This is an optimization exercise on Yosys and OpenROAD, whose aim is small area, not a production implementation. At most, simulation tests tie the RTL to the original design; equivalence was not proved. Power is estimated from default activity; no workload was simulated.

== job 5986 ==
## chip8_top
module chip8_top (
  input  logic        clk,
  input  logic        reset,
  input  logic [7:0]  mem_rdata,
  output logic        mem_read,
  output logic        mem_write,
  output logic [11:0] mem_addr,
  output logic [7:0]  mem_wdata
);
  localparam logic [3:0] S_CLR  = 4'd0;
  localparam logic [3:0] S_F0   = 4'd1;
  localparam logic [3:0] S_F1   = 4'd2;
  localparam logic [3:0] S_EX0  = 4'd3;
  localparam logic [3:0] S_EX1  = 4'd4;
  localparam logic [3:0] S_EX2  = 4'd5;
  localparam logic [3:0] S_SK1  = 4'd6;
  localparam logic [3:0] S_SK2  = 4'd7;
  localparam logic [3:0] S_ST33 = 4'd8;
  localparam logic [3:0] S_ST55 = 4'd9;
  logic [3:0]  st, st_n;
  logic [3:0]  rp;
  logic [3:0]  sp, sp_n;
  logic [11:0] pc, pc_n;
  logic [11:0] ireg, i_n;
  logic [7:0]  irh, irh_n;
  logic [7:0]  t, t_n;
  logic        f, f_n;
  logic [7:0]  vr [16];
  logic [11:0] sr [16];
  logic        vwe;
  logic [7:0]  vnew;
  ...
For scale: about 1300 cells after synthesis, ~32 I/O pins, about 0.014 mm2 of cells after synthesis.
Settings: LEC_CHECK=0, CAP_MARGIN=20, CORE_MARGIN=2, CORE_UTILIZATION=40, SLEW_MARGIN=20; clock period 10.0 ns.
run.sh (not shown) runs the stock make flow with config.mk's settings and CLKGATE_MAP_FILE= SYNTH_SCRIPT=/design/flow/synth_recipe.tcl, a recipe that flattens the netlist after the stock synthesis.
In summary, job 5986 completed successfully, with a layout that passed the timing, design-rule and antenna checks.
[inputs] job 5674 vs job 5986
--- a/flow/config.mk
+++ b/flow/config.mk
@@ -10,2 +10,3 @@
 export CORE_UTILIZATION = 40
+export CTS_BUF_LIST = sky130_fd_sc_hd__clkbuf_4
 export SLEW_MARGIN = 20
[summary]
- Job 5674 completed end to end with timing, DRC and antenna clean.
- Job 5674 leaves less setup margin than job 5986.
- Job 5986 → job 5674: power share of the sequential group moved up; average wire length per cell after detail routing moved down; total wire length moved up.
- Against job 5986 as the reference, job 5674 delivers a higher sum of routed wire segments on met1.
- Maximum clock rate is lower on job 5674
- mem_wdata[3] as the worst setup path endpoint was reported by job 5674, and pc[10] by job 5986.
- On clock network fraction of total power, the higher figure sits with job 5986, not job 5674.
- Looking at area growth from synthesis to layout across job 5986 and job 5674, the one that comes out higher is job 5986.
- Maximum fanout count along the critical path, job 5986 and job 5674, lower one = job 5674.

---

## north
Another version of the RTL of chip8_top (not shown whole).
Size: ~960 cells after synthesis, about 370 flip-flops, roughly 32 I/O pins, about 12000 um^2 of cells after synthesis.
Settings: LEC_CHECK=0, CAP_MARGIN=20, CORE_MARGIN=2, CORE_UTILIZATION=60, CTS_CLUSTER_DIAMETER=100, CTS_CLUSTER_SIZE=30, SLEW_MARGIN=20; clock period 10.0 ns.
Setup changes, north to south
Settings: putting ABC_AREA at 1 where nothing was set; swapping 60 for 65 in CORE_UTILIZATION.
==> flow/flow/run.sh (new file) <==
#!/bin/bash
# The standard layout (standard.sh), with two changes:
#  - synthesis maps the logic with an area-oriented ABC script
#    (flow/abc_area.script); registers are mapped before ABC runs, so they
#    keep the standard synthesis's names and cell types
#  - the port buffers are the smallest plain buffer (buf_1)
set -euo pipefail
here=$(pwd)
rm -rf "$here/scripts_local"
cp -r "$FLOW_HOME/scripts" "$here/scripts_local"
cp "$here/flow/abc_area.script" "$here/scripts_local/abc_area.script"
export BUFFER_PORTS_ARGS="-buffer_cell sky130_fd_sc_hd__buf_1"
bash standard.sh SCRIPTS_DIR="$here/scripts_local" finish > "$here/standard.log" 2>&1
==> flow/flow/abc_area.script (new file) <==
strash
&get -n
&deepsyn -T 60
&put
dch -f
amap
topo
==> flow/standard.sh (new file) <==
#!/bin/bash
# synth_recipe.tcl (not shown) runs the flow's synth.tcl, then flattens the netlist and writes it again
# the make line also repeats each setting of config.mk as NAME=value (left out here)
make -C /OpenROAD-flow-scripts/flow DESIGN_CONFIG=/design/flow/config.mk WORK_HOME=/design/flow/orfs CLKGATE_MAP_FILE= SYNTH_SCRIPT=/design/flow/synth_recipe.tcl "${@:-finish}"
removed: flow/run.sh
### Flow results
south: full flow OK, the timing, design-rule and antenna checks passed
Delta (south minus north): synthesized cell count now sits lower, total design power now sits at about the same level, post-route minimum period now sits higher, final area now sits lower, area after synthesis now sits lower.
sky130_fd_sc_hd__clkdlybuf4s50_1 as the slowest library cell on the worst path was reported by north, and sky130_fd_sc_hd__a21oi_1 by south.
In the reports for north and south, the larger height of the die belongs to north.
The run showing the smaller final worst setup slack is south.
north → south: wire length reported by the detailed router rose by 12%, die area fell by about 15%, maximum frequency fell by 4.0 MHz, xor/xnor share of the synthesized area fell by 3.0 points.
diff inputs: south => east
Settings: CORE_UTILIZATION now 55, was 65; CAP_MARGIN now 0, was 20; SLEW_MARGIN now 0, was 20; GPL_TIMING_DRIVEN now 0, previously not set.
### Flow results
Across south and east, none had a timing, DRC or antenna violation. Core area, south and east, lower one = south. The higher starting density of the core came out of south. Comparing east against south, there is no change at all in buffers inserted during post-CTS setup optimization. Diff south and east: well-tap cell count higher in east. In the metrics for south and east, the one carrying the higher routed wire length is south. The relative contribution of combinational cells to total power in east was lower than what south gave. Looking at layout overhead on the synthesized area, east sits 0.25 points above south. Against south, east comes in 7600 um lower on first-pass GRT wire length.
For west, these inputs were changed with respect to east:
Settings: swapping 55 for 60 in CORE_UTILIZATION; clearing GPL_TIMING_DRIVEN, which used to be 0; swapping 0 for 20 in CAP_MARGIN; swapping 0 for 20 in SLEW_MARGIN.
[summary]
west: overall routed net length 840 um above east. Of west and east, west shows the lower final cycle utilization of the critical path, with east above it. Compared with east, in west combinational cell fraction of total power rose by 0.7 points, number of logic stages on the critical path including buffering rose by 5. west consumes more power than east does. Number of ports placed on the die boundary: west vs east identical. Diff east..west | required time reported for the critical path endpoint | negligible. east and west ended up with roughly the same maximum buffer depth of the clock tree.

---

Setup of old:
chip8_top, a different RTL version from the one above (not shown whole).
Size: ~880 cells after synthesis.
==> flow/config.mk <==
export PLATFORM = sky130hd
export DESIGN_NAME = chip8_top
export DESIGN_NICKNAME = chip8_top
export VERILOG_FILES = /design/flow/design.v
export SDC_FILE = /design/flow/constraint.sdc
export NUM_CORES = 4
export LEC_CHECK = 0
export ABC_AREA = 1
export CAP_MARGIN = 20
export CORE_MARGIN = 2
export CORE_UTILIZATION = 60
export CTS_CLUSTER_DIAMETER = 100
export CTS_CLUSTER_SIZE = 30
export SLEW_MARGIN = 20
==> flow/constraint.sdc <==
create_clock -name core_clock -period 10.0 [get_ports {clk}]
set_input_delay 2.0000 -clock core_clock [delete_from_list [all_inputs] [get_ports {clk}]]
set_output_delay 2.0000 -clock core_clock [all_outputs]
set_load 0.01 [all_outputs]
standard.sh (not shown) runs the stock make flow with config.mk's settings and CLKGATE_MAP_FILE= SYNTH_SCRIPT=/design/flow/synth_recipe.tcl, a recipe that flattens the netlist after the stock synthesis.
==> flow/flow/run.sh <==
#!/bin/bash
# The standard layout (standard.sh), with two changes:
#  - synthesis maps the logic with an area-oriented ABC script
#    (flow/abc_area.script); registers are mapped before ABC runs, so they
#    keep the standard synthesis's names and cell types
#  - the port buffers are the smallest plain buffer (buf_1)
set -euo pipefail
here=$(pwd)
rm -rf "$here/scripts_local"
cp -r "$FLOW_HOME/scripts" "$here/scripts_local"
cp "$here/flow/abc_area.script" "$here/scripts_local/abc_area.script"
export BUFFER_PORTS_ARGS="-buffer_cell sky130_fd_sc_hd__buf_1"
bash standard.sh SCRIPTS_DIR="$here/scripts_local" finish > "$here/standard.log" 2>&1
==> flow/flow/abc_area.script <==
strash
&get -n
&deepsyn -T 60
&put
dch -f
amap
topo
old: all stages complete, timing, DRC and antenna checks passed
## Diff of input files: new against old
- swapping 60 for 55 in CORE_UTILIZATION
- old → new: worst setup slack went down by 0.16 ns, critical path depth went up by about 5%, total number of placement rows went up by 6.3%, post-cts gate resize count went up by about 4.3%.
- old fits on a die that is smaller than the die of new.
- Power: new draws more than old
- Across both runs, sequential share of layout area was lower for new than for old.
- Between old and new, the flow reports via count increasing by a few percent.
- On new: worst hold slack is 0.016 ns lower than what old gave.
Function was not checked in any run of this note: the RTL went through the layout flow alone.

---

job 1033:
chip8_top with an RTL version that a note above also has.
Size: about 960 cells after synthesis, ~32 I/O pins, about 12000 um2 of cells after synthesis.
clock: 10.0 ns
lec_check: 0
cap_margin: 20
core_margin: 2
core_utilization: 60
cts_cluster_diameter: 100
cts_cluster_size: 30
slew_margin: 20
==> flow/flow/run.sh <==
#!/bin/bash
set -o pipefail
export BUFFER_PORTS_ARGS="-buffer_cell sky130_fd_sc_hd__buf_1"
cp standard.sh standard_copy.log 2>/dev/null
bash standard.sh > standard.log 2>&1
Every stage of the flow completed for job 1033, and the final layout passed the timing, design-rule and antenna checks.
## Diff of input files: job 6906 against job 1033
# job 1033
export LEC_CHECK = 0
export CAP_MARGIN = 20
export CORE_MARGIN = 2
export CORE_UTILIZATION = 60
export CTS_CLUSTER_DIAMETER = 100
export CTS_CLUSTER_SIZE = 30
export SLEW_MARGIN = 20
create_clock -name core_clock -period 10.0 [get_ports {clk}]
# job 6906
export LEC_CHECK = 0
export ABC_AREA = 1
export CAP_MARGIN = 20
export CORE_MARGIN = 2
export CORE_UTILIZATION = 60
export CTS_CLUSTER_DIAMETER = 80
export CTS_CLUSTER_SIZE = 36
export SLEW_MARGIN = 20
create_clock -name core_clock -period 10.0 [get_ports {clk}]
==> flow/flow/run.sh <==
#!/bin/bash
# The standard layout (standard.sh), with two changes:
#  - synthesis maps the logic with an area-oriented ABC script
#    (flow/abc_area.script); registers are mapped before ABC runs, so they
#    keep the standard synthesis's names and cell types
#  - the port buffers are the smallest plain buffer (buf_1)
set -euo pipefail
here=$(pwd)
rm -rf "$here/scripts_local"
cp -r "$FLOW_HOME/scripts" "$here/scripts_local"
cp "$here/flow/abc_area.script" "$here/scripts_local/abc_area.script"
export BUFFER_PORTS_ARGS="-buffer_cell sky130_fd_sc_hd__buf_1"
bash standard.sh SCRIPTS_DIR="$here/scripts_local" finish > "$here/standard.log" 2>&1
==> flow/flow/abc_area.script (new file) <==
strash
&get -n
&deepsyn -T 60
&put
dch -f
amap
topo
Notes after the runs:
On delay of the slowest cell on the worst path, job 6906 and job 1033 are neck and neck.
Note that the sum of routed wire length over all layers recorded for job 1033 amounts to 1.13 times the value seen in job 6906.
Compared with job 1033, in job 6906 total global-route track usage dropped 1.1 points; sequential cell power now sits at about the same level; sequential share of layout area +3.9 points; reported leakage power decreased by about 11% relative to the old numbers.
Going from job 1033 to job 6906, setup slack rose 0.029 ns; global-route wire length before repair down 8.4%.
Job 6906 ran to completion and came out clean on the timing, design-rule and antenna checks.
Job 1033 | status: complete | timing, DRC, antenna: pass
Compared with job 1033, in job 6906 proportion of power drawn by combinational gates now sits lower, data arrival at the endpoint of the critical path now sits lower.
The inputs of job 6062 differ from those of job 6906 as listed below.
# job 6906
export LEC_CHECK = 0
export ABC_AREA = 1
export CAP_MARGIN = 20
export CORE_MARGIN = 2
export CORE_UTILIZATION = 60
export CTS_CLUSTER_DIAMETER = 80
export CTS_CLUSTER_SIZE = 36
export SLEW_MARGIN = 20
create_clock -name core_clock -period 10.0 [get_ports {clk}]
# job 6062
export LEC_CHECK = 0
export CAP_MARGIN = 20
export CORE_MARGIN = 2
export CORE_UTILIZATION = 40
export SLEW_MARGIN = 20
create_clock -name core_clock -period 10.0 [get_ports {clk}]
==> flow/run.sh (new file) <==
#!/bin/bash
# synth_recipe.tcl (not shown) runs the flow's synth.tcl, then flattens the netlist and writes it again
# the make line also repeats each setting of config.mk as NAME=value (left out here)
make -C /OpenROAD-flow-scripts/flow DESIGN_CONFIG=/design/flow/config.mk WORK_HOME=/design/flow/orfs CLKGATE_MAP_FILE= SYNTH_SCRIPT=/design/flow/synth_recipe.tcl finish
removed: flow/flow/run.sh
removed: flow/flow/abc_area.script
removed: flow/standard.sh
==> comparison <==
Job 6062 has completed all stages; timing, DRC and antenna checks passed. Internal power contribution (job 6062 over job 6906): increase, about 22%. Worst hold slack ended up 0.0051 ns lower on job 6062 than on job 6906. Compared with job 6906, in job 6062 combinational-cell power consumption held steady; synthesized area divided by synthesized cell count increased about 1.5%; count of mapped cells out of synthesis now sits higher.
[inputs] job 7316 vs job 6062
# job 6062
export LEC_CHECK = 0
export CAP_MARGIN = 20
export CORE_MARGIN = 2
export CORE_UTILIZATION = 40
export SLEW_MARGIN = 20
create_clock -name core_clock -period 10.0 [get_ports {clk}]
# job 7316
export LEC_CHECK = 0
export CAP_MARGIN = 20
export CORE_MARGIN = 2
export CORE_UTILIZATION = 60
export CTS_CLUSTER_DIAMETER = 100
export CTS_CLUSTER_SIZE = 30
export GPL_TIMING_DRIVEN = 0
export SLEW_MARGIN = 20
create_clock -name core_clock -period 10.0 [get_ports {clk}]
==> comparison <==
Job 7316 finished all stages; the layout is clean. Compared job 7316 vs job 6062, and final cell count without fillers is down in job 7316. Tap cell count in job 7316 is about 30% lower than in job 6062. Area after synthesis came out exactly the same in job 7316 and job 6062. Clock skew after layout across job 7316 and job 6062: no real change. Final cell area: job 7316 below job 6062. Relative to job 6062, the area growth from synthesis to layout of job 7316 is lower by 7.6 points. Compared with job 6062, job 7316 shows a arrival time reported for the critical path endpoint that is 0.32 ns higher. Routed length on met1 delta for job 7316 relative to job 6062: about 3% higher. On final critical-path setup slack, job 7316 does worse than job 6062. In the tables for job 7316 and job 6062, logic depth of the worst path, buffers included reads higher with job 6062. For the total routed wirelength, job 7316 came in 4.0 mm higher than job 6062 did.
diff inputs: job 7316 => job 5740
# job 7316
export LEC_CHECK = 0
export CAP_MARGIN = 20
export CORE_MARGIN = 2
export CORE_UTILIZATION = 60
export CTS_CLUSTER_DIAMETER = 100
export CTS_CLUSTER_SIZE = 30
export GPL_TIMING_DRIVEN = 0
export SLEW_MARGIN = 20
create_clock -name core_clock -period 10.0 [get_ports {clk}]
# job 5740
export LEC_CHECK = 0
export ABC_AREA = 1
export CAP_MARGIN = 0
export CORE_MARGIN = 2
export CORE_UTILIZATION = 60
export CTS_CLUSTER_DIAMETER = 100
export CTS_CLUSTER_SIZE = 30
export SLEW_MARGIN = 0
create_clock -name core_clock -period 10.0 [get_ports {clk}]
==> flow/flow/run.sh (new file) <==
#!/bin/bash
# The standard layout (standard.sh), with two changes:
#  - synthesis maps the logic with an area-oriented ABC script
#    (flow/abc_area.script); registers are mapped before ABC runs, so they
#    keep the standard synthesis's names and cell types
#  - the port buffers are the smallest plain buffer (buf_1)
set -euo pipefail
here=$(pwd)
rm -rf "$here/scripts_local"
cp -r "$FLOW_HOME/scripts" "$here/scripts_local"
cp "$here/flow/abc_area.script" "$here/scripts_local/abc_area.script"
export BUFFER_PORTS_ARGS="-buffer_cell sky130_fd_sc_hd__buf_1"
bash standard.sh SCRIPTS_DIR="$here/scripts_local" finish > "$here/standard.log" 2>&1
==> flow/flow/abc_area.script (new file) <==
strash
&get -n
&deepsyn -T 60
&put
dch -f
amap
topo
==> flow/standard.sh (new file) <==
#!/bin/bash
# synth_recipe.tcl (not shown) runs the flow's synth.tcl, then flattens the netlist and writes it again
# the make line also repeats each setting of config.mk as NAME=value (left out here)
make -C /OpenROAD-flow-scripts/flow DESIGN_CONFIG=/design/flow/config.mk WORK_HOME=/design/flow/orfs CLKGATE_MAP_FILE= SYNTH_SCRIPT=/design/flow/synth_recipe.tcl "${@:-finish}"
removed: flow/run.sh
Job 5740: all stages complete, timing, DRC and antenna checks passed. Job 5740: number of DRC markers after the initial detailed-route iteration 246 below job 7316. Compared to job 7316, job 5740 shows a wider setup margin. Synthesized area divided by synthesized cell count, job 7316 and job 5740: lower on job 5740. The master of the slowest instance on the critical path comes out sky130_fd_sc_hd__clkdlybuf4s50_1 in one run and sky130_fd_sc_hd__fa_1 in the other, namely in job 7316 and job 5740 respectively. Job 5740 ended up with a lower post-synthesis share of cell area spent on xor and xnor gates than job 7316 did.

[separate check: timing with driven ports]
The results above use ideal ports. As a check the final layouts listed here were re-extracted and re-timed, cells and wires unchanged.
Step 1: set_driving_cell puts a clkbuf_16 on clk and a buf_2 on each other input, an assumption about the parent block.
Step 2 times the ports against the registers' clock, not the clock port: input delays grow and output delays shrink by t, the midpoint of the rising clock arrivals with the driver on.
Slacks: ideal ports / drivers / drivers and shift; pairs: ideal ports / drivers.
run | t, ns | slack for setup (ns) | worst register clock-pin slew, ns
job 5986 | 0.570 | 3.119 / 3.146 / 2.577 | 0.07 / 0.07
job 5674 | 0.790 | 3.018 / 2.974 / 2.623 | 0.07 / 0.07
north | 0.545 | 0.573 / 0.535 / 0.535 | 0.11 / 0.11
south | 0.555 | 0.207 / 0.178 / 0.178 | 0.12 / 0.12
east | 0.553 | 0.441 / 0.404 / 0.404 | 0.12 / 0.12
west | 0.565 | 0.462 / 0.408 / 0.408 | 0.11 / 0.11
old | 0.554 | 0.296 / 0.271 / 0.271 | 0.11 / 0.11
new | 0.562 | 0.133 / 0.095 / 0.095 | 0.12 / 0.12
job 1033 | 0.559 | 0.452 / 0.415 / 0.415 | 0.12 / 0.12
job 6906 | 0.546 | 0.481 / 0.429 / 0.429 | 0.12 / 0.12
job 6062 | 0.568 | 0.527 / 0.504 / 0.504 | 0.06 / 0.06
job 7316 | 0.559 | 0.213 / 0.181 / 0.181 | 0.12 / 0.12
job 5740 | 0.552 | 0.575 / 0.520 / 0.520 | 0.12 / 0.12
After both steps setup and hold are still met in every run listed. The setup slack of job 5986, which loses most, moves by +0.027 ns with the drivers and by -0.542 ns with both steps.
